Context: an optimization exercise on an open-source flow, tuned for a short achievable clock period and few clock cycles. The choices shown serve that exercise and are no tape-out recipe.
The RTL was checked by simulation tests, not by an equivalence proof against the original design.
Power and IR drop assume default switching activity.

`run.sh`:
```
#!/bin/bash
# synth_recipe.tcl (not shown) runs the flow's synth.tcl, then flattens the netlist and writes it again
# the make line also repeats each setting of config.mk as NAME=value (left out here)
make -C /OpenROAD-flow-scripts/flow DESIGN_CONFIG=/design/flow/config.mk WORK_HOME=/design/flow/orfs CLKGATE_MAP_FILE= SYNTH_SCRIPT=/design/flow/synth_recipe.tcl finish
```
`config.mk`:
```
export PLATFORM = sky130hd
export DESIGN_NAME = rv_core
export DESIGN_NICKNAME = rv_core
export VERILOG_FILES = /design/flow/design.v
export SDC_FILE = /design/flow/constraint.sdc
export NUM_CORES = 4
export LEC_CHECK = 0
export ABC_CLOCK_PERIOD_IN_PS = 2000
export CAP_MARGIN = 20
export CORE_MARGIN = 2
export CORE_UTILIZATION = 35
export PLACE_DENSITY = 0.5
export SETUP_SLACK_MARGIN = 3.5
export SLEW_MARGIN = 20
```
`design.v`:
```
package isa_pkg;
    typedef struct packed {
        logic [6:0] funct7;
        logic [4:0] rs2;
        logic [4:0] rs1;
        logic [2:0] funct3;
        logic [4:0] rd;
        logic [6:0] opcode;
    } r_fmt_t;
    typedef struct packed {
        logic [11:0] imm12;
        logic [4:0]  rs1;
        logic [2:0]  funct3;
        logic [4:0]  rd;
        logic [6:0]  opcode;
    } i_fmt_t;
    typedef union packed {
        r_fmt_t r;
        i_fmt_t i;
    } instr_t;
    localparam logic [6:0] OPC_OP     = 7'b0110011;
    localparam logic [6:0] OPC_OP_IMM = 7'b0010011;
    localparam logic [6:0] OPC_LUI    = 7'b0110111;
    localparam logic [6:0] OPC_AUIPC  = 7'b0010111;
    localparam logic [6:0] OPC_JAL    = 7'b1101111;
    localparam logic [6:0] OPC_JALR   = 7'b1100111;
    localparam logic [6:0] OPC_BRANCH = 7'b1100011;
    localparam logic [2:0] F3_ADD  = 3'b000;   
    localparam logic [2:0] F3_SLL  = 3'b001;
    localparam logic [2:0] F3_SLT  = 3'b010;
    localparam logic [2:0] F3_SLTU = 3'b011;
    localparam logic [2:0] F3_XOR  = 3'b100;
    localparam logic [2:0] F3_SR   = 3'b101;   
    localparam logic [2:0] F3_OR   = 3'b110;
    localparam logic [2:0] F3_AND  = 3'b111;
    localparam logic [2:0] F3_BEQ  = 3'b000;
    localparam logic [2:0] F3_BNE  = 3'b001;
    localparam logic [2:0] F3_BLT  = 3'b100;
    localparam logic [2:0] F3_BGE  = 3'b101;
    localparam logic [2:0] F3_BLTU = 3'b110;
    localparam logic [2:0] F3_BGEU = 3'b111;
    localparam instr_t INSTR_BUBBLE = '0;   
endpackage
package core_pkg;
    localparam int XLEN   = 32;
    localparam int REG_AW = 5;
    localparam logic [XLEN-1:0] RESET_PC = '0;
    localparam logic [3:0] ALU_ADD  = 4'b0000;
    localparam logic [3:0] ALU_SLL  = 4'b0001;
    localparam logic [3:0] ALU_SLT  = 4'b0010;
    localparam logic [3:0] ALU_SLTU = 4'b0011;
    localparam logic [3:0] ALU_XOR  = 4'b0100;
    localparam logic [3:0] ALU_SRL  = 4'b0101;
    localparam logic [3:0] ALU_OR   = 4'b0110;
    localparam logic [3:0] ALU_AND  = 4'b0111;
    localparam logic [3:0] ALU_SUB  = 4'b1000;
    localparam logic [3:0] ALU_SRA  = 4'b1001;
    localparam logic [3:0] ALU_BEQ  = 4'b1010;   
    localparam logic [3:0] ALU_BNE  = 4'b1011;
    localparam logic [3:0] ALU_BLT  = 4'b1100;
    localparam logic [3:0] ALU_BGE  = 4'b1101;
    localparam logic [3:0] ALU_BLTU = 4'b1110;
    localparam logic [3:0] ALU_BGEU = 4'b1111;
    localparam logic [2:0] RES_ALU   = 3'd0;
    localparam logic [2:0] RES_LUI   = 3'd1;
    localparam logic [2:0] RES_AUIPC = 3'd2;
    localparam logic [2:0] RES_LINK  = 3'd3;   
    localparam logic [2:0] RES_NONE  = 3'd4;
endpackage
module regfile (
    input  logic        clk,
    input  logic        rst,
    input  logic [4:0]  rs1_addr,
    input  logic [4:0]  rs2_addr,
    output logic [31:0] rs1_data,
    output logic [31:0] rs2_data,
    input  logic        wen,
    input  logic [4:0]  rd,
    input  logic [31:0] wdata
);
    logic [31:0] regs [1:31];
    logic [31:1] written;
    always_ff @(posedge clk or posedge rst) begin
        if (rst) begin
            written <= '0;
        end else if (wen) begin
            for (int i = 1; i < 32; i++) if (rd == 5'(i)) written[i] <= 1'b1;
        end
    end
    always_ff @(posedge clk) begin
        if (wen) begin
            for (int i = 1; i < 32; i++) if (rd == 5'(i)) regs[i] <= wdata;
        end
    end
    always_comb begin
        rs1_data = '0;
        rs2_data = '0;
        for (int i = 1; i < 32; i++) begin
            rs1_data = rs1_data | ({32{rs1_addr == 5'(i) && written[i]}} & regs[i]);
            rs2_data = rs2_data | ({32{rs2_addr == 5'(i) && written[i]}} & regs[i]);
        end
        if (wen && rd == rs1_addr) rs1_data = wdata;
        if (wen && rd == rs2_addr) rs2_data = wdata;
    end
endmodule
module fetch_unit_unused;
endmodule
module decode_unit_unused;
endmodule
module ks_add (
    input  logic [31:0] a,
    input  logic [31:0] b,
    input  logic        cin,
    output logic [31:0] sum,
    output logic [31:0] sum_n,
    output logic        cout
);
    logic [31:0] p0;
    logic [31:0] g [6];
    logic [31:0] p [6];
    logic [32:0] c;
    always_comb begin
        p0   = a ^ b;
        g[0] = a & b;
        p[0] = p0;
        for (int l = 0; l < 5; l++) begin
            for (int i = 0; i < 32; i++) begin
                if (i >= (1 << l)) begin
                    g[l+1][i] = g[l][i] | (p[l][i] & g[l][i - (1 << l)]);
                    p[l+1][i] = p[l][i] & p[l][i - (1 << l)];
                end else begin
                    g[l+1][i] = g[l][i];
                    p[l+1][i] = p[l][i];
                end
            end
        end
        c[0] = cin;
        for (int i = 0; i < 32; i++) c[i+1] = g[5][i] | (p[5][i] & cin);
        sum   = p0 ^ c[31:0];
        sum_n = ~(p0 ^ c[31:0]);
        cout = c[32];
    end
endmodule
module rv_core (
    input  logic        clk,
    input  logic        rst,
    output logic [31:0] imem_addr,
    input  logic [31:0] imem_data,
    output logic        retire_valid,
    output logic [31:0] retire_pc,
    output logic        retire_wen,
    output logic [4:0]  retire_rd,
    output logic [31:0] retire_value
);
    localparam int NB = 8;    
    localparam int NBW = 3;   
    localparam int TW = 10;   
    localparam int RD = 4;    
    localparam logic [6:0] OPC_OP     = 7'b0110011;
    localparam logic [6:0] OPC_OP_IMM = 7'b0010011;
    localparam logic [6:0] OPC_LUI    = 7'b0110111;
    localparam logic [6:0] OPC_AUIPC  = 7'b0010111;
    localparam logic [6:0] OPC_JAL    = 7'b1101111;
    localparam logic [6:0] OPC_JALR   = 7'b1100111;
    localparam logic [6:0] OPC_BRANCH = 7'b1100011;
    logic        mis_d;         
    logic [31:0] d_redir;
    logic        d_call_push;
    logic        d_ret_pop;
    logic        stall;         
    logic        e_shift;
    logic        mis_w;         
    logic [31:0] w_redir;
    logic [NB-1:0]   btb_v;
    logic [TW-1:0]   btb_tag  [NB];
    logic [TW-1:0]   btb_tagm1[NB];   
    logic [31:0]     btb_tgt  [NB];
    logic [1:0]      btb_ctr  [NB];
    logic [NB-1:0]   btb_cond;
    logic [NB-1:0]   btb_call;
    logic [NB-1:0]   btb_ret;
    logic [NBW-1:0] btb_rr;
    logic [31:0]     ras_s [RD];    
    logic [31:0]     ras_a [RD];    
    logic [RD-1:0]   rsv_s;         
    logic [RD-1:0]   rsv_a;
    logic [31:0]   pc;
    logic [31:0]   pc_o;        
    logic [31:0]   pc4;
    logic [31:0]   pc_next;
    logic [NB-1:0] f_hit;
    logic [NB-1:0] f_tk;
    logic          f_pt;
    logic          f_ret;
    logic [31:0]   f_ptgt;
    logic [31:0]   f_imm_b;
    logic [31:0]   f_imm_j;
    assign imem_addr = pc_o;
    assign pc4       = pc + 32'd4;
    always_comb begin
        f_ptgt = '0;
        f_ret  = 1'b0;
        for (int i = 0; i < NB; i++) begin
            f_hit[i] = hit_q[i];
            f_tk[i]  = f_hit[i] && (!btb_cond[i] || btb_ctr[i][1]);
            f_ptgt   = f_ptgt | ({32{f_tk[i] && !(btb_ret[i] && rsv_s[0])}} & btb_tgt[i]);
            f_ret    = f_ret | (f_tk[i] && btb_ret[i]);
        end
        f_ptgt = f_ptgt | ({32{f_ret && rsv_s[0]}} & ras_s[0]);
    end
    assign f_pt = |f_tk;
    function automatic logic [NB-1:0] hits(input logic [31:0] addr);
        for (int j = 0; j < NB; j++) hits[j] = btb_v[j] && btb_tag[j] == addr[TW+1:2];
    endfunction
    logic [NB-1:0] hit_q;
    logic [NB-1:0] hit_next;
    logic [NB-1:0] hit_nz [2];
    logic [NB-1:0] h_pc4, h_ras, h_f, h_d, h_w;
    logic [NB-1:0] btb_wmask;   
    always_comb begin
        for (int j = 0; j < NB; j++) h_pc4[j] = btb_v[j] && btb_tagm1[j] == pc[TW+1:2];
        h_ras = hits(ras_s[0]);
        h_f   = {NB{f_ret && rsv_s[0]}} & h_ras;
        for (int i = 0; i < NB; i++) begin
            if (f_tk[i] && !(btb_ret[i] && rsv_s[0])) h_f = h_f | hits(btb_tgt[i]);
        end
        h_d = d_fzb ? hits(d_pc4) : d_q_jal ? hits(d_tgt_j) : d_q_br ? hits(d_tgt_b) : h_ras;
        h_w = w_is_jalr ? hits(w_jtgt) : w_take ? hits(w_tgt) : hits(w_pc4);
        for (int z = 0; z < 2; z++) begin
            if (mis_w)         hit_nz[z] = h_w;
            else if (stall)    hit_nz[z] = hit_q;
            else if (mis_dz[z]) hit_nz[z] = (d_fzb && d_z1_tk == z[0]) ? hits(d_tgt_b) : h_d;
            else if (f_pt)     hit_nz[z] = h_f;
            else               hit_nz[z] = h_pc4;
        end
        hit_next = d_z ? hit_nz[1] : hit_nz[0];
    end
    always_ff @(posedge clk or posedge rst) begin
        if (rst) hit_q <= '0;
        else     hit_q <= hit_next & ~btb_wmask;
    end
    logic [31:0] pc_nz [2];
    always_comb begin
        for (int z = 0; z < 2; z++) begin
            if (mis_w)          pc_nz[z] = w_redir;
            else if (stall)     pc_nz[z] = pc;
            else if (mis_dz[z]) pc_nz[z] = (d_fzb && d_z1_tk == z[0]) ? d_tgt_b : d_redir;
            else if (f_pt)      pc_nz[z] = f_ptgt;
            else                pc_nz[z] = pc4;
        end
        pc_next = d_z ? pc_nz[1] : pc_nz[0];
    end
    assign f_imm_b = {{20{imem_data[31]}}, imem_data[7], imem_data[30:25], imem_data[11:8],
                      1'b0};
    assign f_imm_j = {{12{imem_data[31]}}, imem_data[19:12], imem_data[20], imem_data[30:21],
                      1'b0};
    logic [31:0] f_tgt_b, f_tgt_j, f_auipc;
    logic        f_co_b, f_co_j, f_co_u;
    ks_add u_add_b (.a(pc), .b(f_imm_b), .cin(1'b0), .sum(f_tgt_b), .sum_n(), .cout(f_co_b));
    ks_add u_add_j (.a(pc), .b(f_imm_j), .cin(1'b0), .sum(f_tgt_j), .sum_n(), .cout(f_co_j));
    ks_add u_add_u (.a(pc), .b({imem_data[31:12], 12'b0}), .cin(1'b0), .sum(f_auipc),
                    .sum_n(), .cout(f_co_u));
    logic        d_valid;
    logic [31:0] d_instr;
    logic [31:0] d_pc;
    logic [31:0] d_pc4;
    logic [31:0] d_tgt_b;
    logic [31:0] d_tgt_j;
    logic [31:0] d_auipc;
    logic        d_pt;
    logic [31:0] d_ptgt;
    always_ff @(posedge clk or posedge rst) begin
        if (rst) begin
            pc      <= '0;
            d_valid <= 1'b0;
        end else begin
            pc      <= {pc_next[31:1], 1'b0};
            d_valid <= !mis_w && (stall ? d_valid : !(d_z ? mis_dz[1] : mis_dz[0]) &&
                       imem_data != 32'h0);   
        end
    end
    logic f_is_jal, f_is_jalr, f_is_br, f_link_rd, f_link_rs1;
    logic d_q_jal, d_q_br, d_q_back, d_q_ret, d_q_call, d_q_fzb;
    logic d_is_addi;
    logic [11:0] d_negimm;   
    logic [31:0] f_rs1_data, f_rs2_data;
    logic [31:0] d_rs1_data, d_rs2_data;
    logic        d_wt1, d_wt2, d_fwd1, d_fwd2;
    assign f_is_jal   = imem_data[6:0] == OPC_JAL;
    assign f_is_jalr  = imem_data[6:0] == OPC_JALR;
    assign f_is_br    = imem_data[6:0] == OPC_BRANCH;
    assign f_link_rd  = imem_data[11:7] == 5'd1 || imem_data[11:7] == 5'd5;
    assign f_link_rs1 = imem_data[19:15] == 5'd1 || imem_data[19:15] == 5'd5;
    logic f_use_rs1, f_use_rs2;
    assign e_shift   = e_sel_sll || e_sel_sr;
    assign stall     = d_valid && (d_fwd1 || d_fwd2) && e_shift;
    assign f_use_rs1 = imem_data[6:0] == OPC_OP || imem_data[6:0] == OPC_OP_IMM ||
                       imem_data[6:0] == OPC_JALR || imem_data[6:0] == OPC_BRANCH;
    assign f_use_rs2 = imem_data[6:0] == OPC_OP || imem_data[6:0] == OPC_BRANCH;
    always_ff @(posedge clk) begin
        if (stall) begin
            d_rs1_data <= rs1_data;
            d_rs2_data <= rs2_data;
            d_wt1      <= e_wen && e_rd == d_rs1;
            d_wt2      <= e_wen && e_rd == d_rs2;
            d_fwd1     <= 1'b0;
            d_fwd2     <= 1'b0;
        end else begin
            d_rs1_data <= f_rs1_data;
            d_rs2_data <= f_rs2_data;
            d_wt1      <= e_wen && e_rd == imem_data[19:15];
            d_wt2      <= e_wen && e_rd == imem_data[24:20];
            d_fwd1     <= d_valid && d_wen && d_rd == imem_data[19:15] && f_use_rs1;
            d_fwd2     <= d_valid && d_wen && d_rd == imem_data[24:20] && f_use_rs2;
        end
    end
    always_ff @(posedge clk) begin
        if (!stall) begin
        d_negimm <= 12'(-$signed(imem_data[31:20]));
        d_q_jal  <= f_is_jal;
        d_q_br   <= f_is_br;
        d_q_back <= f_is_br && imem_data[31];
        d_q_ret  <= f_is_jalr && f_link_rs1 && !f_link_rd;
        d_q_call <= (f_is_jal || f_is_jalr) && f_link_rd;
        d_q_fzb  <= f_is_br && imem_data[14:13] == 2'b00 && imem_data[24:20] == 5'd0 &&
                    d_is_addi && d_rd != 5'd0 && d_rd == imem_data[19:15];
        end
    end
    always_ff @(posedge clk) begin
        pc_o    <= rst ? 32'h0 : {pc_next[31:1], 1'b0};
        if (!stall) begin
            d_instr <= imem_data;
            d_pc    <= pc;
            d_pc4   <= pc4;
            d_tgt_b <= f_tgt_b;
            d_tgt_j <= f_tgt_j;
            d_auipc <= f_auipc;
            d_pt    <= f_pt;
            d_ptgt  <= f_ptgt;
        end
    end
    logic d_push;
    logic d_pop;
    logic ras_restore;
    always_ff @(posedge clk) begin
        if (ras_restore) begin
            for (int i = 0; i < RD; i++) ras_s[i] <= ras_a[i];
        end else if (d_pop && d_push) begin
            ras_s[0] <= d_pc4;
        end else if (d_pop) begin
            for (int i = 0; i < RD - 1; i++) ras_s[i] <= ras_s[i+1];
        end else if (d_push) begin
            ras_s[0] <= d_pc4;
            for (int i = 1; i < RD; i++) ras_s[i] <= ras_s[i-1];
        end
    end
    always_ff @(posedge clk or posedge rst) begin
        if (rst) begin
            rsv_s <= '0;
        end else if (ras_restore) begin
            rsv_s <= rsv_a;
        end else if (d_pop && d_push) begin
            rsv_s[0] <= 1'b1;
        end else if (d_pop) begin
            rsv_s <= {1'b0, rsv_s[RD-1:1]};
        end else if (d_push) begin
            rsv_s <= {rsv_s[RD-2:0], 1'b1};
        end
    end
    always_ff @(posedge clk or posedge rst) begin
        if (rst) ras_restore <= 1'b0;
        else     ras_restore <= mis_w;
    end
    logic [6:0]  d_opc;
    logic [2:0]  d_f3;
    logic [4:0]  d_rd;
    logic [4:0]  d_rs1;
    logic [4:0]  d_rs2;
    logic        d_is_op, d_is_opi, d_is_lui, d_is_auipc, d_is_jal, d_is_jalr, d_is_br;
    logic        d_alu;
    logic        d_use_imm;
    logic        d_wen;
    logic        d_link_rd, d_link_rs1;
    logic [31:0] imm_i, imm_u;
    logic [31:0] d_const;
    logic [31:0] rs1_data, rs2_data;
    logic        e_valid;
    logic        e_wen;
    logic [4:0]  e_rd;
    logic [31:0] result;
    logic        w_valid;
    logic        w_wen;
    logic [4:0]  w_rd;
    logic [31:0] w_value;
    logic [31:0] w_pc;
    assign d_opc = d_instr[6:0];
    assign d_f3  = d_instr[14:12];
    assign d_rd  = d_instr[11:7];
    assign d_rs1 = d_instr[19:15];
    assign d_rs2 = d_instr[24:20];
    assign d_is_op    = d_opc == OPC_OP;
    assign d_is_opi   = d_opc == OPC_OP_IMM;
    assign d_is_lui   = d_opc == OPC_LUI;
    assign d_is_auipc = d_opc == OPC_AUIPC;
    assign d_is_jal   = d_opc == OPC_JAL;
    assign d_is_jalr  = d_opc == OPC_JALR;
    assign d_is_br    = d_opc == OPC_BRANCH;
    assign d_alu      = d_is_op || d_is_opi;
    assign d_use_imm  = d_is_opi || d_is_jalr;
    assign d_wen      = (d_alu || d_is_lui || d_is_auipc || d_is_jal || d_is_jalr) &&
                        d_rd != 5'd0;
    assign d_link_rd  = d_rd == 5'd1 || d_rd == 5'd5;
    assign d_link_rs1 = d_rs1 == 5'd1 || d_rs1 == 5'd5;
    assign imm_i = {{20{d_instr[31]}}, d_instr[31:20]};
    assign imm_u = {d_instr[31:12], 12'b0};
    assign d_const = d_is_lui ? imm_u : d_is_auipc ? d_auipc : d_pc4;
    assign d_ret_pop   = d_q_ret;
    assign d_call_push = d_q_call;
    assign d_is_addi   = d_is_opi && d_f3 == 3'b000;
    logic d_fzb;      
    logic d_fzb_tk;
    logic d_tgt_ok;
    logic [11:0] e_negimm;
    assign d_fzb    = d_q_fzb && e_wen;
    logic d_z;        
    logic d_z1_tk;    
    logic [1:0] mis_dz;
    assign d_z      = e_a[11:0] == e_negimm;
    assign d_z1_tk  = !d_f3[0];
    assign d_fzb_tk = d_f3[0] ^ d_z;
    assign d_tgt_ok = d_ptgt[31:1] == d_tgt_b[31:1];
    assign mis_d    = d_valid && !stall && !d_fzb && !d_pt &&
                      (d_q_jal || d_q_back || (d_ret_pop && rsv_s[0]));
    always_comb begin
        for (int z = 0; z < 2; z++) begin
            mis_dz[z] = mis_d || (d_valid && !stall && d_fzb &&
                                  (d_z1_tk == z[0] ? !(d_pt && d_tgt_ok) : d_pt));
        end
    end
    assign d_push   = d_valid && !stall && d_call_push && (d_pt || d_q_jal);
    assign d_pop    = d_valid && !stall && d_ret_pop && (d_pt || rsv_s[0]);
    assign d_redir  = d_fzb ? d_pc4 : d_q_jal ? d_tgt_j : d_q_br ? d_tgt_b : ras_s[0];
    logic fwd_a, fwd_b, fwd_a_sum, fwd_b_sum, fwd_a_cmp, fwd_b_cmp;
    logic d_sub;
    logic [31:0] other;
    assign d_sub     = (d_is_op && d_f3 == 3'b000 && d_instr[30]) || d_is_br ||
                       (d_alu && d_f3[2:1] == 2'b01);
    assign fwd_a     = d_fwd1;
    assign fwd_b     = d_fwd2;
    assign fwd_a_sum = fwd_a && e_sel_add;
    assign fwd_b_sum = fwd_b && e_sel_add;
    assign fwd_a_cmp = fwd_a && (e_sel_slt || e_sel_sltu);
    assign fwd_b_cmp = fwd_b && (e_sel_slt || e_sel_sltu);
    assign rs1_data = d_wt1 ? w_value : d_rs1_data;
    assign rs2_data = d_wt2 ? w_value : d_rs2_data;
    regfile u_regfile (
        .clk      (clk),
        .rst      (rst),
        .rs1_addr (imem_data[19:15]),
        .rs2_addr (imem_data[24:20]),
        .rs1_data (f_rs1_data),
        .rs2_data (f_rs2_data),
        .wen      (w_wen),
        .rd       (w_rd),
        .wdata    (w_value)
    );
    logic [31:0] e_pc;
    logic [31:0] e_pc4;
    logic [31:0] e_a;
    logic [31:0] e_b;
    logic [31:0] e_bs;       
    logic        e_sub;
    logic        e_sra;
    logic        e_sel_add, e_sel_sll, e_sel_slt, e_sel_sltu, e_sel_xor, e_sel_sr, e_sel_or;
    logic        e_sel_and, e_sel_const;
    logic [31:0] e_const;
    logic [31:0] e_tgt;
    logic        e_is_br;
    logic        e_is_jal;
    logic        e_is_jalr;
    logic [2:0]  e_f3;
    logic        e_pt;
    logic [31:0] e_ptgt;
    logic        e_call;
    logic        e_ret;
    always_ff @(posedge clk or posedge rst) begin
        if (rst) begin
            e_valid <= 1'b0;
            e_wen   <= 1'b0;
        end else begin
            e_valid <= d_valid && !mis_w && !stall;
            e_wen   <= d_valid && !mis_w && !stall && d_wen;
        end
    end
    always_ff @(posedge clk) begin
        e_a         <= fwd_a_sum ? sum : fwd_a_cmp ? {31'b0, cmp_bit} :
                       fwd_a ? other : rs1_data;
        e_b         <= fwd_b_sum ? sum : fwd_b_cmp ? {31'b0, cmp_bit} :
                       fwd_b ? other : d_use_imm ? imm_i : rs2_data;
        e_bs        <= (fwd_b_sum && d_sub)  ? sum_n :
                       (fwd_b_sum && !d_sub) ? sum :
                       {32{d_sub}} ^ (fwd_b_cmp ? {31'b0, cmp_bit} :
                                      fwd_b ? other : d_use_imm ? imm_i : rs2_data);
        e_pc        <= d_pc;
        e_pc4       <= d_pc4;
        e_rd        <= d_rd;
        e_sub       <= d_sub;
        e_sra       <= d_instr[30];
        e_sel_add   <= (d_alu && d_f3 == 3'b000) || !(d_alu || d_is_lui || d_is_auipc ||
                                                     d_is_jal || d_is_jalr);
        e_sel_sll   <= d_alu && d_f3 == 3'b001;
        e_sel_slt   <= d_alu && d_f3 == 3'b010;
        e_sel_sltu  <= d_alu && d_f3 == 3'b011;
        e_sel_xor   <= d_alu && d_f3 == 3'b100;
        e_sel_sr    <= d_alu && d_f3 == 3'b101;
        e_sel_or    <= d_alu && d_f3 == 3'b110;
        e_sel_and   <= d_alu && d_f3 == 3'b111;
        e_sel_const <= d_is_lui || d_is_auipc || d_is_jal || d_is_jalr;
        e_const     <= d_const;
        e_tgt       <= d_is_jal ? d_tgt_j : d_tgt_b;
        e_is_br     <= d_is_br;
        e_is_jal    <= d_is_jal;
        e_is_jalr   <= d_is_jalr;
        e_f3        <= d_f3;
        e_pt        <= d_fzb ? d_fzb_tk : d_pt || mis_d;
        e_ptgt      <= d_fzb ? (d_fzb_tk ? d_tgt_b : d_pc4) : mis_d ? d_redir : d_ptgt;
        e_negimm    <= d_negimm;
        e_call      <= d_call_push;
        e_ret       <= d_ret_pop;
    end
    logic [31:0] a;
    logic [31:0] b;
    logic [31:0] sum;
    logic [31:0] sum_n;
    logic        cout;
    logic        eq, lt, ltu;
    logic        cond;
    logic [31:0] sll_r;
    logic [31:0] sr_r;
    logic        tgt_ok;
    logic        take;
    logic        mis_raw;
    assign a   = e_a;
    assign b   = e_b;
    ks_add u_add (
        .a    (a),
        .b    (e_bs),
        .cin  (e_sub),
        .sum  (sum),
        .sum_n(sum_n),
        .cout (cout)
    );
    logic cmp_late;    
    logic sgn_diff;
    assign sgn_diff = a[31] ^ b[31];
    assign eq       = a == b;
    assign lt       = sgn_diff ? a[31] : sum[31];
    assign ltu      = !cout;
    assign cmp_late = e_f3[1] ? cout : sum[31];
    assign sll_r = a << b[4:0];
    assign sr_r  = 32'($signed({e_sra && a[31], a}) >>> b[4:0]);
    logic [1:0] cond_l;
    always_comb begin
        for (int l = 0; l < 2; l++) begin
            case (e_f3)
                3'b000:  cond_l[l] = eq;
                3'b001:  cond_l[l] = !eq;
                3'b100:  cond_l[l] = sgn_diff ? a[31] : l[0];
                3'b101:  cond_l[l] = !(sgn_diff ? a[31] : l[0]);
                3'b110:  cond_l[l] = !l[0];
                3'b111:  cond_l[l] = l[0];
                default: cond_l[l] = 1'b0;
            endcase
        end
    end
    assign cond = cmp_late ? cond_l[1] : cond_l[0];
    logic cmp_bit;   
    assign cmp_bit = e_sel_slt ? lt : ltu;
    logic [31:0] shift_r;
    assign shift_r = ({32{e_sel_sll}} & sll_r) | ({32{e_sel_sr}} & sr_r);
    assign other  = ({32{e_sel_xor}}   & (a ^ b)) |
                    ({32{e_sel_or}}    & (a | b)) |
                    ({32{e_sel_and}}   & (a & b)) |
                    ({32{e_sel_const}} & e_const);
    assign result = e_sel_add ? sum : (e_sel_slt || e_sel_sltu) ? {31'b0, cmp_bit} :
                    other | shift_r;
    assign tgt_ok  = e_ptgt[31:1] == e_tgt[31:1];
    logic [1:0] take_l, mis_l;
    always_comb begin
        for (int l = 0; l < 2; l++) begin
            take_l[l] = (e_is_br && cond_l[l]) || e_is_jal;
            mis_l[l]  = e_is_br  ? (cond_l[l] ? !(e_pt && tgt_ok) : e_pt) :
                        e_is_jal ? !(e_pt && tgt_ok) :
                        (!e_is_jalr && e_pt);
        end
    end
    assign take    = cmp_late ? take_l[1] : take_l[0];
    assign mis_raw = cmp_late ? mis_l[1] : mis_l[0];
    logic        w_is_jalr;
    logic        w_mis_br;
    logic        w_late;
    logic [1:0]  w_mis_l;
    logic [1:0]  w_take_l;
    logic [31:0] w_tgt;
    logic [31:0] w_pc4;
    logic        w_take;
    logic [31:0] w_jtgt;
    logic        w_pt;
    logic [31:0] w_ptgt;
    logic        w_ctrl;
    logic        w_taken;
    logic        w_cond;
    logic        w_call;
    logic        w_ret;
    always_ff @(posedge clk or posedge rst) begin
        if (rst) begin
            w_valid <= 1'b0;
            w_wen   <= 1'b0;
        end else begin
            w_valid <= e_valid && !mis_w;
            w_wen   <= e_wen && !mis_w;
        end
    end
    always_ff @(posedge clk) begin
        w_pc       <= e_pc;
        w_rd       <= e_rd;
        w_value    <= result;
        w_is_jalr  <= e_is_jalr;
        w_late     <= cmp_late;
        w_mis_l    <= mis_l;
        w_take_l   <= take_l;
        w_tgt      <= e_tgt;
        w_pc4      <= e_pc4;
        w_jtgt     <= {sum[31:1], 1'b0};
        w_pt       <= e_pt;
        w_ptgt     <= e_ptgt;
        w_ctrl     <= e_is_br || e_is_jal || e_is_jalr;
        w_cond     <= e_is_br;
        w_call     <= e_call;
        w_ret      <= e_ret;
    end
    assign w_mis_br = w_late ? w_mis_l[1] : w_mis_l[0];
    assign w_take   = w_late ? w_take_l[1] : w_take_l[0];
    assign w_taken  = w_take || w_is_jalr;
    assign mis_w   = w_valid && (w_mis_br ||
                                 (w_is_jalr && !(w_pt && w_ptgt[31:1] == w_jtgt[31:1])));
    assign w_redir = w_is_jalr ? w_jtgt : w_take ? w_tgt : w_pc4;
    always_ff @(posedge clk) begin
        if (w_valid) begin
            if (w_ret && w_call) begin
                ras_a[0] <= w_pc4;
            end else if (w_ret) begin
                for (int i = 0; i < RD - 1; i++) ras_a[i] <= ras_a[i+1];
            end else if (w_call) begin
                ras_a[0] <= w_pc4;
                for (int i = 1; i < RD; i++) ras_a[i] <= ras_a[i-1];
            end
        end
    end
    always_ff @(posedge clk or posedge rst) begin
        if (rst) begin
            rsv_a <= '0;
        end else if (w_valid) begin
            if (w_ret && w_call) rsv_a[0] <= 1'b1;
            else if (w_ret)      rsv_a <= {1'b0, rsv_a[RD-1:1]};
            else if (w_call)     rsv_a <= {rsv_a[RD-2:0], 1'b1};
        end
    end
    logic        r_valid;
    logic        r_wen;
    logic [31:0] r_pc;
    logic [4:0]  r_rd;
    logic [31:0] r_value;
    always_ff @(posedge clk) begin
        r_valid <= !rst && e_valid && !mis_w;
        r_wen   <= !rst && e_wen && !mis_w;
    end
    always_ff @(posedge clk or posedge rst) begin
        if (rst) begin
            r_pc    <= '0;
            r_rd    <= '0;
            r_value <= '0;
        end else begin
            r_pc    <= e_pc;
            r_rd    <= e_rd;
            r_value <= result;
        end
    end
    assign retire_valid = r_valid;
    assign retire_pc    = r_pc;
    assign retire_wen   = r_wen;
    assign retire_rd    = r_rd;
    assign retire_value = r_value;
    logic [NB-1:0] u_hit;
    logic          u_any;
    always_comb begin
        for (int i = 0; i < NB; i++) u_hit[i] = btb_v[i] && btb_tag[i] == w_pc[TW+1:2];
    end
    assign u_any = |u_hit;
    logic [NB-1:0] x_upd;
    logic [NB-1:0] x_alloc;
    logic [NB-1:0] x_inval;
    logic          x_taken;
    logic [31:0]   x_atgt;
    logic [TW-1:0] x_tag;
    logic          x_cond;
    logic          x_call;
    logic          x_ret;
    logic          u_alloc;
    assign u_alloc   = w_valid && w_ctrl && w_taken && !u_any;
    assign btb_wmask = x_alloc | x_inval;
    always_ff @(posedge clk or posedge rst) begin
        if (rst) begin
            x_upd   <= '0;
            x_alloc <= '0;
            x_inval <= '0;
            btb_rr  <= '0;
        end else begin
            x_upd   <= {NB{w_valid && w_ctrl}} & u_hit;
            x_inval <= {NB{w_valid && !w_ctrl}} & u_hit;   
            for (int i = 0; i < NB; i++) x_alloc[i] <= u_alloc && btb_rr == NBW'(i);
            if (u_alloc) btb_rr <= btb_rr + 1'b1;
        end
    end
    always_ff @(posedge clk) begin
        x_taken <= w_taken;
        x_atgt  <= w_is_jalr ? w_jtgt : w_tgt;
        x_tag   <= w_pc[TW+1:2];
        x_cond  <= w_cond;
        x_call  <= w_call;
        x_ret   <= w_ret;
    end
    always_ff @(posedge clk or posedge rst) begin
        if (rst) btb_v <= '0;
        else     btb_v <= (btb_v | x_alloc) & ~x_inval;
    end
    always_ff @(posedge clk) begin
        for (int i = 0; i < NB; i++) begin
            if (x_upd[i]) begin
                if (x_taken) btb_tgt[i] <= x_atgt;
                if (x_taken && btb_ctr[i] != 2'b11) btb_ctr[i] <= btb_ctr[i] + 2'b01;
                if (!x_taken && btb_ctr[i] != 2'b00) btb_ctr[i] <= btb_ctr[i] - 2'b01;
                btb_cond[i] <= x_cond;
                btb_call[i] <= x_call;
                btb_ret[i]  <= x_ret;
            end
            if (x_alloc[i]) begin
                btb_tag[i]   <= x_tag;
                btb_tagm1[i] <= x_tag - 1'b1;
                btb_tgt[i]   <= x_atgt;
                btb_ctr[i]   <= 2'b10;
                btb_cond[i]  <= x_cond;
                btb_call[i]  <= x_call;
                btb_ret[i]   <= x_ret;
            end
        end
    end
endmodule
```
`constraint.sdc`:
```
create_clock -name core_clock -period 6.3 [get_ports {clk}]
set_input_delay 1.2600 -clock core_clock [delete_from_list [all_inputs] [get_ports {clk}]]
set_output_delay 1.2600 -clock core_clock [all_outputs]
set_load 0.01 [all_outputs]
```
==> metrics.md, run 1 <==
| Metric | Value |
|---|---|
| Status | complete, no violations |
| Area of the core | 365000 µm² |
| Fin. max-slew vios | 0 |
| # IOs | 137 |
| Class of the worst hold path | flop to flop |
| Crit. End Element | flop |
| Worst R2R Start | e_a[10] |
| Clk Tree Root Cell | clkbuf_16 |
| Pwr/cell area | 367 nW/µm² |
| Initial core utilization | 0.351 |
| Critical Path AT | 4100 ps |
| Clock transition at path regs | 70 ps |
| Final Critical Period | 3190 ps |
| Count leader, synth | edfxtp_1 |
| Ratio of cells with drive above 1 in the final layout | 0.245 |
| Synthesized area | 128000 µm² |
| Seq/Total Area, Yosys | 0.577 |
| Critical Path RT | 7210 ps |
| Startpoint types | flop |
| Worst-skew pair later-pin latency | 990 ps |
| R2R depth | 12 |
| GPL Wtd Cong | 0.996 |
| TritonCTS buffer count | 303 |
| Period utilization | 0.507 |
| Clock Skew | 67.4 ps |
| Utilization after layout | 0.434 |
| Top FF cell, synth | edfxtp_1 |
| Synth top cells by count | 1888 x edfxtp_1, 885 x xnor2_1, 705 x clkbuf_1 |
| Leakage power | 56.3 nW |
| Die width | 609 µm |
| Ys Warns | 14 |
| Crit path from | e_a[10] |
| DRT antenna net count | 0 |
| Area Growth Syn to Fin | 23.5% |
| Post-synth EDFFs | 1888 |
| CTS tree | done |
| Area leader, netlist | edfxtp_1 |
| # rows | 222 |
| DR WL/cell | 41.7 µm |
| Syn Inst Count | 10600 |
| Global-route wire length before repair | 898000 µm |
| Crit Path Class | flop to flop |
| Gr ovfl total | 0 |
| Clock net sink count | 2705 |
| Largest cells by area after synthesis | edfxtp_1 44%, dfxtp_1 9.8%, xnor2_1 6.0%, xor2_1 4.3%, dfrtp_1 3.6% |
| Final hold vios | 0 |
| Clk buf depth | 4 |
| Total number of vias | 108000 |
| Pin count of the biggest net entering global routing | 93 |
| Synth Area per Inst | 12.1 µm² |
| Post-synth ARST share | 0.0691 |
| Critical-path maximum fanout | 6 |
| Proportion of netlist area held by the largest area contributor | 0.442 |
| Layout Nets | 11500 |
| CTS H-tree depth | 5 |
| Chip height | 609 µm |
| Flop2flop setup slack | 3110 ps |
| Number of remaining DRC errors | 0 |
| Final TNS setup | 0 ps |
| Dpl hpwl | 421000 µm |
| Initial DRC Count | 19100 |
| RSZ-0062 raised after global routing | yes |
| RR Endpoint | pc_o[27] |
| PortBufs | 134 |
| TritonRoute pass-1 iters | 12 |
| Final setup viols | 0 |
| Vias per std cell | 6.56 |
| Yosys reg bits | 2705 |
| Max Freq | 313 MHz |
| Tot GR Track Use | 0.353 |
| Worst Setup EP | pc_o[27] |
| Max Cap Viol | 0 |
| Vias in the first global route | 99800 |
| Worst-Margin Slew | 1180 ps |
| Worst vdd ir | 0.000228 V |
| Initial antenna violation count | 78 |
| Die area | 371000 µm² |
| Slew HR | 0.188 |
| Total Routed Length | 683000 µm |
| Unique masters post-synth | 93 |
[cell families (layout without fill, tap and decap cells)]
family | after synthesis | after routing | synth area share
AND/OR/NAND/NOR | 2166 | 2188 | 0.0862
buffers and inverters | 1076 | 1936 | 0.0325
XOR/XNOR | 1512 | 1512 | 0.103
adder cells (fa/ha/maj) | 173 | 173 | 0.0171
multiplexers | 558 | 558 | 0.0470
flip-flops | 2705 | 2705 | 0.577
AO/OA/AOI/OAI | 2453 | 2453 | 0.137
other | 1 | 59 | 0.0000292
[flip-flops by register name, summed over array words and instances, names as in the netlist, 32 cells and up]
register,count
btb_tgt,248
r_value,32
btb_tag,80
btb_tagm1,80
d_rs2_data,32
d_rs1_data,32
w_value,32
e_a,32
u_regfile.regs,992
e_b,32
ras_s,124
e_bs,32
d_instr,32
ras_a,124
[worst max-delay path, stage by stage, from the launching register on]
cell     delay (ps)
dfxtp_4         420
xnor2_2         240
and4_1          300
nand4_4         220
a221o_2         520
buf_6           150
buf_12          130
buf_12          120
nand2_8         110
o32ai_2          90
or3_4           360
a31oi_4         310
and2_1          170
[cell type report]
type	instances	area, µm²
fillers	33300	207000
flip-flops and latches	2705	74200
multi-input cells	6886	55900
repair buffers	1213	11400
clock buffers	414	8480
well taps	4816	6030
clock inverters	141	1510
inverters	168	693
diodes	57	143
[through the flow]
step / total power [W] / cells / setup slack [ps] / instance area, µm² / hold WS (ps)
2_1_floorplan: 0.0310 / 10600 / 2800 / 130000 / 310
3_3_place_gp: 0.0373 / 15100 / 1170 / 137000 / 310
3_5_place_dp: 0.0374 / 15100 / 1130 / 137000 / 312
4_1_cts: 0.0569 / 16100 / 3130 / 154000 / 318
5_1_grt: 0.0596 / 16400 / 3120 / 158000 / 318
6_report: 0.0581 / 16400 / 3110 / 158000 / 317
[metal layers]
metal	share of wire	track usage	vias to the layer above	wire length (µm)
li1	-	-	41600	-
met1	0.37	0.446	53900	254000
met2	0.42	0.513	9271	286000
met3	0.12	0.108	2722	83000
met4	0.087	0.248	54	59500
met5	0.00066	0	-	451
[power breakdown]
part	switching [W]	total (W)	internal, W	leakage, nW
combinational	0.00826	0.0140	0.00575	26.1
sequential	0.00347	0.0258	0.0224	25.4
clock	0.00791	0.0182	0.0103	4.87
total	0.0196	0.0581	0.0384	56.3
[what timing repair did]
item,in CTS,in global routing
hold buffers,0,0
setup buffers,394,259
cloned,29,5
resized for setup,1304,401
pin swaps,243,185
setup endpoints to repair,1382,551
[worst min path at each step]
stage                    from        end  cells past startpoint
floorplan              e_call     w_call                      0
global placement    e_pc4[19]  w_pc4[19]                      0
detailed placement  e_pc4[15]  w_pc4[15]                      0
CTS                  e_tgt[2]   w_tgt[2]                      0
global route         e_pc[22]   r_pc[22]                      0
finish               e_pc[13]   r_pc[13]                      0
[layout by cell type (no fill, tap or decap), types with 137 or more instances in the layout]
master,n
mux2_2,175
dfxtp_1,550
edfxtp_1,1888
a21oi_1,235
xor2_1,616
a221oi_1,211
nand3_1,141
nand2_1,526
buf_4,809
mux2i_1,341
clkbuf_16,316
a22o_1,245
xnor2_1,846
nor4_1,137
o21ai_0,351
a22oi_1,576
inv_1,148
nand4_1,414
dfrtp_1,168
nor2_1,317
Testbench counts, summed over its fixed seeds: cycles 29,688.
==> run 2: changes to the inputs <==
--- a/design.v
+++ b/design.v
@@ -430,3 +430,3 @@
     assign d_fzb_tk = d_f3[0] ^ d_z;
-    assign d_tgt_ok = d_ptgt[31:1] == d_tgt_b[31:1];
+    assign d_tgt_ok = d_ptgt[12:1] == d_tgt_b[12:1];
     assign mis_d    = d_valid && !stall && !d_fzb && !d_pt &&
@@ -525,3 +525,4 @@
         e_pt        <= d_fzb ? d_fzb_tk : d_pt || mis_d;
-        e_ptgt      <= d_fzb ? (d_fzb_tk ? d_tgt_b : d_pc4) : mis_d ? d_redir : d_ptgt;
+        e_ptgt      <= d_fzb ? (d_fzb_tk ? ((d_pt && d_tgt_ok) ? d_ptgt : d_tgt_b) : d_pc4) :
+                       mis_d ? d_redir : d_ptgt;
         e_negimm    <= d_negimm;
==> metrics.md, run 2 <==
| Metric | Value |
|---|---|
| Initial antenna violation count | 65 |
| Status | complete, no violations |
| Busiest grt layer | met2 |
| Post-synth ARST share | 0.0691 |
| DRT antenna net count | 0 |
| CTS H-tree depth | 5 |
| Count leader, synth | edfxtp_1 |
| Clock transition at path regs | 60 ps |
| Psw | 0.0192 W |
| Crit Path Class | flop to flop |
| Chip height | 610 µm |
| RR Endpoint | pc_o[24] |
| Ys Warns | 14 |
| Top flop regs | u_regfile.regs x992, btb_tgt x248 |
| Class of the worst hold path | flop to flop |
| Area Growth Syn to Fin | 25.4% |
| Dpl cells | 15200 |
| Largest cells by area after synthesis | edfxtp_1 44%, dfxtp_1 9.8%, xnor2_1 6.2%, xor2_1 4.0%, dfrtp_1 3.6% |
| Slew HR | 0.167 |
| Met1 Usage GRT | 0.444 |
| Clk buf depth | 4 |
| TritonRoute pass-1 iters | 14 |
| Fin cells | 16500 |
| Synth Area per Inst | 12.0 µm² |
| Yosys reg bits | 2705 |
| Critical Path RT | 7090 ps |
| Commonest non-fill, non-tap cell in the layout | edfxtp_1 |
| Max Freq | 307 MHz |
| Worst-skew pair later-pin latency | 1020 ps |
| Fin. max-slew vios | 0 |
| Crit. End Element | flop |
| Worst Setup EP | pc_o[24] |
| Final TNS setup | 0 ps |
| Grt met2 use | 0.531 |
| Flop2flop setup slack | 3040 ps |
| # IOs | 137 |
| Total Routed Length | 708000 µm |
| Initial DRC Count | 20500 |
| Utilization after layout | 0.440 |
| Delay-heaviest family, CP | simple AND/OR/NAND/NOR gates |
| Die area | 372000 µm² |
| Synthesized area | 128000 µm² |
| Die width | 610 µm |
| Crit path cell chain | xnor2_2 -> nand4_1 -> or4_4 -> o21ai_4 -> a21bo_4 -> buf_12 -> nand2_8 -> buf_16 -> buf_12 -> a221oi_4 -> a221oi_2 -> buf_4 -> and2_4 |
| Number of remaining DRC errors | 0 |
| Area leader, netlist | edfxtp_1 |
| Clock net sink count | 2705 |
| CP max-delay cell | or4_4 |
| Top cell by count, worst path | buf_12 |
| DR WL/cell | 42.9 µm |
| Comb pwr share | 0.242 |
| Flop pwr share | 0.437 |
| Pre-CTS setup slack | 1070 ps |
| Most frequent cells in the layout | 1888 x edfxtp_1, 871 x xnor2_1, 814 x buf_4 |
| Syn Inst Count | 10700 |
| Routing usage on met3 | 0.127 |
| Internal power | 0.0388 W |
| Clock Skew | 125 ps |
| Layout Nets | 11600 |
| Unique masters post-synth | 85 |
| R2R depth | 13 |
| WP depth | 13 |
| Max stage delay on crit path | 550 ps |
| Initial core utilization | 0.351 |
| GPL Wtd Cong | 0.985 |
| Critical-path maximum fanout | 5 |
| Critical Path AT | 4050 ps |
| Max Cap Viol | 0 |
| Synth top cells by count | 1888 x edfxtp_1, 913 x xnor2_1, 748 x clkbuf_1 |
| Worst vdd ir | 0.000225 V |
| Final hold vios | 0 |
| CTS tree | done |
| Largest register FFs | 992 |
| Leakage power | 56.8 nW |
| Buf/Inv on CP | 4 |
| Area of the core | 366000 µm² |
| Pin count of the biggest net entering global routing | 188 |
| Biggest register | u_regfile.regs |
| Clock power frac | 0.320 |
| Dpl hpwl | 423000 µm |
| Pwr/cell area | 360 nW/µm² |
| Crit path from | w_jtgt[5] |
| Ratio of cells with drive above 1 in the final layout | 0.253 |
| Vias per std cell | 6.65 |
| Final setup viols | 0 |
| Clk Tree Root Cell | clkbuf_16 |
| Top FF cell, synth | edfxtp_1 |
| Seq/Total Area, Yosys | 0.576 |
| Proportion of netlist area held by the largest area contributor | 0.441 |
| Vias in the first global route | 103000 |
| Tot Pwr | 0.0580 W |
| PortBufs | 134 |
| Gr ovfl total | 0 |
| RSZ-0062 raised after global routing | yes |
| # rows | 222 |
| Period utilization | 0.518 |
| Worst-Margin Slew | 1250 ps |
| Setup WS post-layout | 3040 ps |
| Tot GR Track Use | 0.365 |
| TritonCTS buffer count | 308 |
| Final Critical Period | 3260 ps |
| Post-synth EDFFs | 1888 |
| Global-route wire length before repair | 929000 µm |
| Startpoint types | flop |
| Worst R2R Start | w_jtgt[5] |
| Net Sw Frac | 0.332 |
| Total number of vias | 110000 |
-- run 2: final cells by class --
class	count	area [µm²]
timing repair buffer	1278	13200
clock buffer	406	8470
inverter	206	818
fill	33000	205000
antenna	44	110
timing repair inverter	4	31.3
sequential	2705	74200
multi-input combinational	6884	56400
clock inverter	163	1740
tap	4816	6030
-- run 2: logic make-up (layout without fill, tap and decap cells) --
kind of cell / count (synthesis) / after routing / synth area share
AOI/OAI and AO/OA: 2479 / 2479 / 0.137
and+or+nand+nor: 2176 / 2202 / 0.0853
other: 1 / 46 / 0.0000292
buffers and inverters: 1134 / 2057 / 0.0335
xor gates and xnor gates: 1499 / 1499 / 0.102
muxes: 529 / 529 / 0.0489
DFF: 2705 / 2705 / 0.576
adders and majority gates: 173 / 173 / 0.0171
-- run 2: metrics by stage --
step	instance area, µm²	hold WS [ps]
after floorplan	129000	310
after global placement	137000	311
after detailed placement	137000	312
after CTS	157000	325
after global routing	161000	327
final	161000	316
-- run 2: how the worst min path moves through the flow --
stage               cells after the start      start        end  slack [ps]
floorplan                               0     e_call     w_call         310
global placement                        0  e_pc4[23]  w_pc4[23]         310
detailed placement                      0   e_pc4[2]   w_pc4[2]         310
CTS                                     0  e_pc4[16]  w_pc4[16]         330
global route                            0   e_pc[23]   r_pc[23]         330
finish                                  0  e_pc4[16]  w_pc4[16]         320
-- run 2: per-layer routing --
| layer | share of wire | vias up | wire [µm] |
|---|---|---|---|
| li1 | - | 41900 | - |
| met1 | 0.36 | 55000 | 255000 |
| met3 | 0.13 | 3093 | 90300 |
| met5 | 0.0015 | - | 1070 |
| met4 | 0.097 | 47 | 68900 |
| met2 | 0.41 | 9656 | 293000 |
-- run 2: power groups by stage --
stage	Combinational (W)	Sequential, W	Clock (W)
floorplan	0.00662	0.0237	0
global placement	0.0107	0.0255	0
detailed placement	0.0109	0.0255	0
CTS	0.0128	0.0252	0.0187
global route	0.0146	0.0255	0.0193
finish	0.0140	0.0254	0.0186
-- run 2: what timing repair did --
| item | in CTS | in global routing |
|---|---|---|
| setup endpoints to repair | 1267 | 522 |
| gates cloned | 45 | 12 |
| gates resized for setup | 1472 | 397 |
| hold buffers | 0 | 0 |
| buffers inserted | 511 | 167 |
| pin swaps | 253 | 238 |
Testbench counts of run 2, summed over its fixed seeds: cycles 29,688.
==> run 3: changes to the inputs <==
--- a/design.v
+++ b/design.v
@@ -169,4 +169,2 @@
     logic        d_ret_pop;
-    logic        stall;         
-    logic        e_shift;
     logic        mis_w;         
@@ -184,4 +182,6 @@
     logic [31:0]     ras_a [RD];    
+    logic [31:0]     ras_a_next [RD];
     logic [RD-1:0]   rsv_s;         
     logic [RD-1:0]   rsv_a;
+    logic [RD-1:0]   rsv_a_next;
     logic [31:0]   pc;
@@ -230,3 +230,2 @@
             if (mis_w)         hit_nz[z] = h_w;
-            else if (stall)    hit_nz[z] = hit_q;
             else if (mis_dz[z]) hit_nz[z] = (d_fzb && d_z1_tk == z[0]) ? hits(d_tgt_b) : h_d;
@@ -245,3 +244,2 @@
             if (mis_w)          pc_nz[z] = w_redir;
-            else if (stall)     pc_nz[z] = pc;
             else if (mis_dz[z]) pc_nz[z] = (d_fzb && d_z1_tk == z[0]) ? d_tgt_b : d_redir;
@@ -277,4 +275,4 @@
             pc      <= {pc_next[31:1], 1'b0};
-            d_valid <= !mis_w && (stall ? d_valid : !(d_z ? mis_dz[1] : mis_dz[0]) &&
-                       imem_data != 32'h0);   
+            d_valid <= !mis_w && !(d_z ? mis_dz[1] : mis_dz[0]) &&
+                       imem_data != 32'h0;   
         end
@@ -293,28 +291,11 @@
     assign f_link_rs1 = imem_data[19:15] == 5'd1 || imem_data[19:15] == 5'd5;
-    logic f_use_rs1, f_use_rs2;
-    assign e_shift   = e_sel_sll || e_sel_sr;
-    assign stall     = d_valid && (d_fwd1 || d_fwd2) && e_shift;
-    assign f_use_rs1 = imem_data[6:0] == OPC_OP || imem_data[6:0] == OPC_OP_IMM ||
-                       imem_data[6:0] == OPC_JALR || imem_data[6:0] == OPC_BRANCH;
-    assign f_use_rs2 = imem_data[6:0] == OPC_OP || imem_data[6:0] == OPC_BRANCH;
     always_ff @(posedge clk) begin
-        if (stall) begin
-            d_rs1_data <= rs1_data;
-            d_rs2_data <= rs2_data;
-            d_wt1      <= e_wen && e_rd == d_rs1;
-            d_wt2      <= e_wen && e_rd == d_rs2;
-            d_fwd1     <= 1'b0;
-            d_fwd2     <= 1'b0;
-        end else begin
-            d_rs1_data <= f_rs1_data;
-            d_rs2_data <= f_rs2_data;
-            d_wt1      <= e_wen && e_rd == imem_data[19:15];
-            d_wt2      <= e_wen && e_rd == imem_data[24:20];
-            d_fwd1     <= d_valid && d_wen && d_rd == imem_data[19:15] && f_use_rs1;
-            d_fwd2     <= d_valid && d_wen && d_rd == imem_data[24:20] && f_use_rs2;
-        end
-    end
-    always_ff @(posedge clk) begin
-        if (!stall) begin
         d_negimm <= 12'(-$signed(imem_data[31:20]));
+        d_rs1_data <= f_rs1_data;
+        d_rs2_data <= f_rs2_data;
+        d_wt1    <= e_wen && e_rd == imem_data[19:15];
+        d_wt2    <= e_wen && e_rd == imem_data[24:20];
+        d_fwd1   <= d_valid && d_wen && d_rd == imem_data[19:15];
+        d_fwd2   <= d_valid && d_wen && d_rd == imem_data[24:20] &&
+                    imem_data[6:0] != OPC_OP_IMM && imem_data[6:0] != OPC_JALR;
         d_q_jal  <= f_is_jal;
@@ -326,3 +307,2 @@
                     d_is_addi && d_rd != 5'd0 && d_rd == imem_data[19:15];
-        end
     end
@@ -330,12 +310,10 @@
         pc_o    <= rst ? 32'h0 : {pc_next[31:1], 1'b0};
-        if (!stall) begin
-            d_instr <= imem_data;
-            d_pc    <= pc;
-            d_pc4   <= pc4;
-            d_tgt_b <= f_tgt_b;
-            d_tgt_j <= f_tgt_j;
-            d_auipc <= f_auipc;
-            d_pt    <= f_pt;
-            d_ptgt  <= f_ptgt;
-        end
+        d_instr <= imem_data;
+        d_pc    <= pc;
+        d_pc4   <= pc4;
+        d_tgt_b <= f_tgt_b;
+        d_tgt_j <= f_tgt_j;
+        d_auipc <= f_auipc;
+        d_pt    <= f_pt;
+        d_ptgt  <= f_ptgt;
     end
@@ -430,4 +408,4 @@
     assign d_fzb_tk = d_f3[0] ^ d_z;
-    assign d_tgt_ok = d_ptgt[12:1] == d_tgt_b[12:1];
-    assign mis_d    = d_valid && !stall && !d_fzb && !d_pt &&
+    assign d_tgt_ok = d_ptgt[31:1] == d_tgt_b[31:1];
+    assign mis_d    = d_valid && !d_fzb && !d_pt &&
                       (d_q_jal || d_q_back || (d_ret_pop && rsv_s[0]));
@@ -435,3 +413,3 @@
         for (int z = 0; z < 2; z++) begin
-            mis_dz[z] = mis_d || (d_valid && !stall && d_fzb &&
+            mis_dz[z] = mis_d || (d_valid && d_fzb &&
                                   (d_z1_tk == z[0] ? !(d_pt && d_tgt_ok) : d_pt));
@@ -439,4 +417,4 @@
     end
-    assign d_push   = d_valid && !stall && d_call_push && (d_pt || d_q_jal);
-    assign d_pop    = d_valid && !stall && d_ret_pop && (d_pt || rsv_s[0]);
+    assign d_push   = d_valid && d_call_push && (d_pt || d_q_jal);
+    assign d_pop    = d_valid && d_ret_pop && (d_pt || rsv_s[0]);
     assign d_redir  = d_fzb ? d_pc4 : d_q_jal ? d_tgt_j : d_q_br ? d_tgt_b : ras_s[0];
@@ -490,4 +468,4 @@
         end else begin
-            e_valid <= d_valid && !mis_w && !stall;
-            e_wen   <= d_valid && !mis_w && !stall && d_wen;
+            e_valid <= d_valid && !mis_w;
+            e_wen   <= d_valid && !mis_w && d_wen;
         end
@@ -525,4 +503,3 @@
         e_pt        <= d_fzb ? d_fzb_tk : d_pt || mis_d;
-        e_ptgt      <= d_fzb ? (d_fzb_tk ? ((d_pt && d_tgt_ok) ? d_ptgt : d_tgt_b) : d_pc4) :
-                       mis_d ? d_redir : d_ptgt;
+        e_ptgt      <= d_fzb ? (d_fzb_tk ? d_tgt_b : d_pc4) : mis_d ? d_redir : d_ptgt;
         e_negimm    <= d_negimm;
@@ -579,5 +556,5 @@
     assign cmp_bit = e_sel_slt ? lt : ltu;
-    logic [31:0] shift_r;
-    assign shift_r = ({32{e_sel_sll}} & sll_r) | ({32{e_sel_sr}} & sr_r);
-    assign other  = ({32{e_sel_xor}}   & (a ^ b)) |
+    assign other  = ({32{e_sel_sll}}   & sll_r) |
+                    ({32{e_sel_xor}}   & (a ^ b)) |
+                    ({32{e_sel_sr}}    & sr_r) |
                     ({32{e_sel_or}}    & (a | b)) |
@@ -585,4 +562,3 @@
                     ({32{e_sel_const}} & e_const);
-    assign result = e_sel_add ? sum : (e_sel_slt || e_sel_sltu) ? {31'b0, cmp_bit} :
-                    other | shift_r;
+    assign result = e_sel_add ? sum : (e_sel_slt || e_sel_sltu) ? {31'b0, cmp_bit} : other;
     assign tgt_ok  = e_ptgt[31:1] == e_tgt[31:1];
@@ -599,2 +575,26 @@
     assign mis_raw = cmp_late ? mis_l[1] : mis_l[0];
+    always_comb begin
+        for (int i = 0; i < RD; i++) ras_a_next[i] = ras_a[i];
+        rsv_a_next = rsv_a;
+        if (e_valid && !mis_w) begin
+            if (e_ret && e_call) begin
+                ras_a_next[0] = e_pc4;
+                rsv_a_next[0] = 1'b1;
+            end else if (e_ret) begin
+                for (int i = 0; i < RD - 1; i++) ras_a_next[i] = ras_a[i+1];
+                rsv_a_next = {1'b0, rsv_a[RD-1:1]};
+            end else if (e_call) begin
+                ras_a_next[0] = e_pc4;
+                for (int i = 1; i < RD; i++) ras_a_next[i] = ras_a[i-1];
+                rsv_a_next = {rsv_a[RD-2:0], 1'b1};
+            end
+        end
+    end
+    always_ff @(posedge clk) begin
+        for (int i = 0; i < RD; i++) ras_a[i] <= ras_a_next[i];
+    end
+    always_ff @(posedge clk or posedge rst) begin
+        if (rst) rsv_a <= '0;
+        else     rsv_a <= rsv_a_next;
+    end
     logic        w_is_jalr;
@@ -612,2 +612,3 @@
     logic        w_taken;
+    logic [31:0] w_atgt;
     logic        w_cond;
@@ -638,2 +639,3 @@
         w_ctrl     <= e_is_br || e_is_jal || e_is_jalr;
+        w_atgt     <= e_is_jalr ? {sum[31:1], 1'b0} : e_tgt;
         w_cond     <= e_is_br;
@@ -648,23 +650,2 @@
     assign w_redir = w_is_jalr ? w_jtgt : w_take ? w_tgt : w_pc4;
-    always_ff @(posedge clk) begin
-        if (w_valid) begin
-            if (w_ret && w_call) begin
-                ras_a[0] <= w_pc4;
-            end else if (w_ret) begin
-                for (int i = 0; i < RD - 1; i++) ras_a[i] <= ras_a[i+1];
-            end else if (w_call) begin
-                ras_a[0] <= w_pc4;
-                for (int i = 1; i < RD; i++) ras_a[i] <= ras_a[i-1];
-            end
-        end
-    end
-    always_ff @(posedge clk or posedge rst) begin
-        if (rst) begin
-            rsv_a <= '0;
-        end else if (w_valid) begin
-            if (w_ret && w_call) rsv_a[0] <= 1'b1;
-            else if (w_ret)      rsv_a <= {1'b0, rsv_a[RD-1:1]};
-            else if (w_call)     rsv_a <= {rsv_a[RD-2:0], 1'b1};
-        end
-    end
     logic        r_valid;
@@ -727,3 +708,3 @@
         x_taken <= w_taken;
-        x_atgt  <= w_is_jalr ? w_jtgt : w_tgt;
+        x_atgt  <= w_atgt;
         x_tag   <= w_pc[TW+1:2];
==> metrics.md, run 3 <==
| Metric | Value |
|---|---|
| Status | complete, no violations |
| Worst-skew pair later-pin latency | 970 ps |
| Area Growth Syn to Fin | 26.9% |
| Final hold vios | 0 |
| Clock net sink count | 2735 |
| Setup WS post-layout | 3090 ps |
| Post-synth EDFFs | 1664 |
| Commonest non-fill, non-tap cell in the layout | edfxtp_1 |
| Die area | 367000 µm² |
| Layout Nets | 11600 |
| Unique masters post-synth | 97 |
| Vias per std cell | 6.52 |
| Proportion of netlist area held by the largest area contributor | 0.394 |
| Tot GR Track Use | 0.356 |
| Pre-CTS setup slack | 1170 ps |
| Chip height | 606 µm |
| Clock transition at path regs | 70 ps |
| Final setup viols | 0 |
| DR WL/cell | 41.3 µm |
| Area of the core | 362000 µm² |
| Clk Tree Root Cell | clkbuf_16 |
| Synth Area per Inst | 12.0 µm² |
| CTS tree | done |
| Top FF cell, synth | edfxtp_1 |
| Critical Path AT | 4020 ps |
| Critical-path maximum fanout | 5 |
| Synthesized area | 127000 µm² |
| Crit Path Class | flop to flop |
| Synth top cells by count | 1664 x edfxtp_1, 886 x xnor2_1, 884 x dfxtp_1 |
| CTS H-tree depth | 5 |
| TritonRoute pass-1 iters | 14 |
| Post-synth ARST share | 0.0684 |
| Worst-Margin Slew | 1420 ps |
| Ratio of cells with drive above 1 in the final layout | 0.275 |
| Dpl cells | 15000 |
| Initial antenna violation count | 85 |
| Max Freq | 311 MHz |
| Internal power | 0.0371 W |
| Count leader, synth | edfxtp_1 |
| Clock power frac | 0.340 |
| Tot Pwr | 0.0548 W |
| TritonCTS buffer count | 298 |
| Largest register FFs | 992 |
| Clk buf depth | 4 |
| RSZ-0062 raised after global routing | yes |
| Largest cells by area after synthesis | edfxtp_1 39%, dfxtp_1 14%, xnor2_1 6.1%, xor2_1 4.3%, dfrtp_1 3.7% |
| Gr ovfl total | 0 |
| # rows | 221 |
| # IOs | 137 |
| Net Sw Frac | 0.323 |
| Class of the worst hold path | flop to flop |
| Yosys reg bits | 2735 |
| Leakage power | 58.4 nW |
| Final TNS setup | 0 ps |
| Total number of vias | 108000 |
| Worst vdd ir | 0.000222 V |
| Initial core utilization | 0.351 |
| Vias in the first global route | 100000 |
| Fillers | 32600 |
| Die width | 606 µm |
| Flop pwr share | 0.457 |
| GPL Wtd Cong | 1.00 |
| Biggest register | u_regfile.regs |
| Crit. End Element | flop |
| Number of remaining DRC errors | 0 |
| PortBufs | 134 |
| Syn Inst Count | 10600 |
| DRT antenna net count | 0 |
| Total Routed Length | 681000 µm |
| Pwr/cell area | 341 nW/µm² |
| Slew HR | 0.0491 |
| Hold-fix buffers, CTS | 0 |
| Startpoint types | flop |
| Top flop regs | u_regfile.regs x992, btb_tgt x248 |
| Most frequent cells in the layout | 1664 x edfxtp_1, 852 x xnor2_1, 790 x buf_4 |
| Comb pwr share | 0.203 |
| Critical Path RT | 7110 ps |
| Pin count of the biggest net entering global routing | 108 |
| Seq/Total Area, Yosys | 0.570 |
| Area leader, netlist | edfxtp_1 |
| Period utilization | 0.510 |
| Initial DRC Count | 20400 |
| Max Cap Viol | 0 |
| Global-route wire length before repair | 894000 µm |
| Ys Warns | 15 |
| Fin cells | 16500 |
| Final Critical Period | 3210 ps |
| Clock Skew | 71.6 ps |
| Psw | 0.0177 W |
| Dpl hpwl | 404000 µm |
| Fin. max-slew vios | 0 |
[run 3: final timing paths]
path,from,to,slack (ps),cells after the start
worst max-delay path,e_b[0],e_bs[0],3090,14
min in group asynchronous,rst,pc[30],630,3
worst min-delay path,e_pc[22],r_pc[22],300,0
max in group asynchronous,rst,x_alloc[7],3920,5
worst max register to register,e_b[0],e_bs[0],3090,14
worst min register to register,e_pc[22],r_pc[22],300,0
[run 3: layout make-up]
class	count	area [µm²]	share of cell area
antenna	80	200	0.00124
clock buffer	387	8160	0.0507
clock inverter	162	2050	0.0127
inverter	136	577	0.00358
multi-input combinational	6837	57100	0.355
sequential	2735	72600	0.451
tap	4794	6000	0.0373
timing repair buffer	1364	14300	0.0885
timing repair inverter	1	7.51	0.0000466
[run 3: what timing repair did]
| item | 4_1_cts | 5_1_grt |
|---|---|---|
| resized for setup | 1696 | 418 |
| hold endpoints to repair | 0 | 0 |
| pin swaps | 284 | 196 |
| endpoints found under the setup margin | 1252 | 607 |
| setup buffers | 584 | 187 |
| cloned | 59 | 17 |
[run 3: cell families after synthesis]
logic type	Yosys count	synth area share
flops	2735	0.570
compound gates	2239	0.129
simple gates	2300	0.0922
other cells	1	0.0000296
fa+ha+maj	173	0.0173
buf+inv	1038	0.0325
xor+xnor	1513	0.105
mux	579	0.0540
[run 3: routing by layer]
metal | up-vias | GRT usage | routed length, µm
met5 | - | 0.00157 | 600
met4 | 52 | 0.250 | 61700
met3 | 3015 | 0.126 | 86800
met2 | 9536 | 0.512 | 281000
met1 | 53400 | 0.445 | 251000
li1 | 41600 | - | -
[run 3: metrics by stage]
step	cell area, µm²	hold slack, ps	utilization
after CTS	157000	299	0.434
final	161000	302	0.445
after global placement	135000	313	0.374
after detailed placement	135000	312	0.374
after global routing	161000	302	0.445
after floorplan	128000	310	-
[run 3: power by group through the flow]
stage	Clock, W	Combinational (W)	Sequential (W)
2_1_floorplan	0	0.00585	0.0231
3_3_place_gp	0	0.00904	0.0252
3_5_place_dp	0	0.00910	0.0252
4_1_cts	0.0187	0.0102	0.0249
5_1_grt	0.0194	0.0117	0.0251
6_report	0.0187	0.0111	0.0251
[run 3: critical path, cell delays in order (launching register included)]
cell and delay (ps):
dfxtp_4 370, buf_6 110, buf_12 130, buf_12 120, buf_8 110, mux4_2 530, mux2_4 310, mux2i_4 170
mux2i_2 130, a221oi_4 410, nor2_1 110, o211ai_1 120, buf_4 200, a31oi_4 110, xor2_1 150
Testbench counts of run 3, summed over its fixed seeds: cycles 29,444.

[port drivers added, routing unchanged]
The results above use ideal ports. As a check the final layouts listed here were re-extracted and re-timed, cells and wires unchanged.
Step 1 sets driving cells, clkbuf_16 on the clock port and buf_2 on the other inputs (assumed; they add their load-dependent delay and slew).
Step 2 times the ports against the registers' clock, not the clock port: input delays grow and output delays shrink by t, the midpoint of the rising clock arrivals with the driver on.
Three values: ideal, step 1, step 2; two values: the first two.
run | t (ns) | slack for setup (ns) | latest minus earliest clock arrival (ns) | worst slew at a driven data input, ns
run 1 | 1.082 | 3.107 / 3.107 / 2.144 | 0.071 / 0.071 | 0.32
run 2 | 1.072 | 3.039 / 3.039 / 2.177 | 0.140 / 0.139 | 0.37
run 3 | 1.049 | 3.085 / 3.085 / 2.443 | 0.073 / 0.072 | 0.06
After both steps every run listed still meets setup and hold. The setup slack of run 1, which loses most, moves by 0.000 ns with the drivers and by -0.963 ns with both steps.
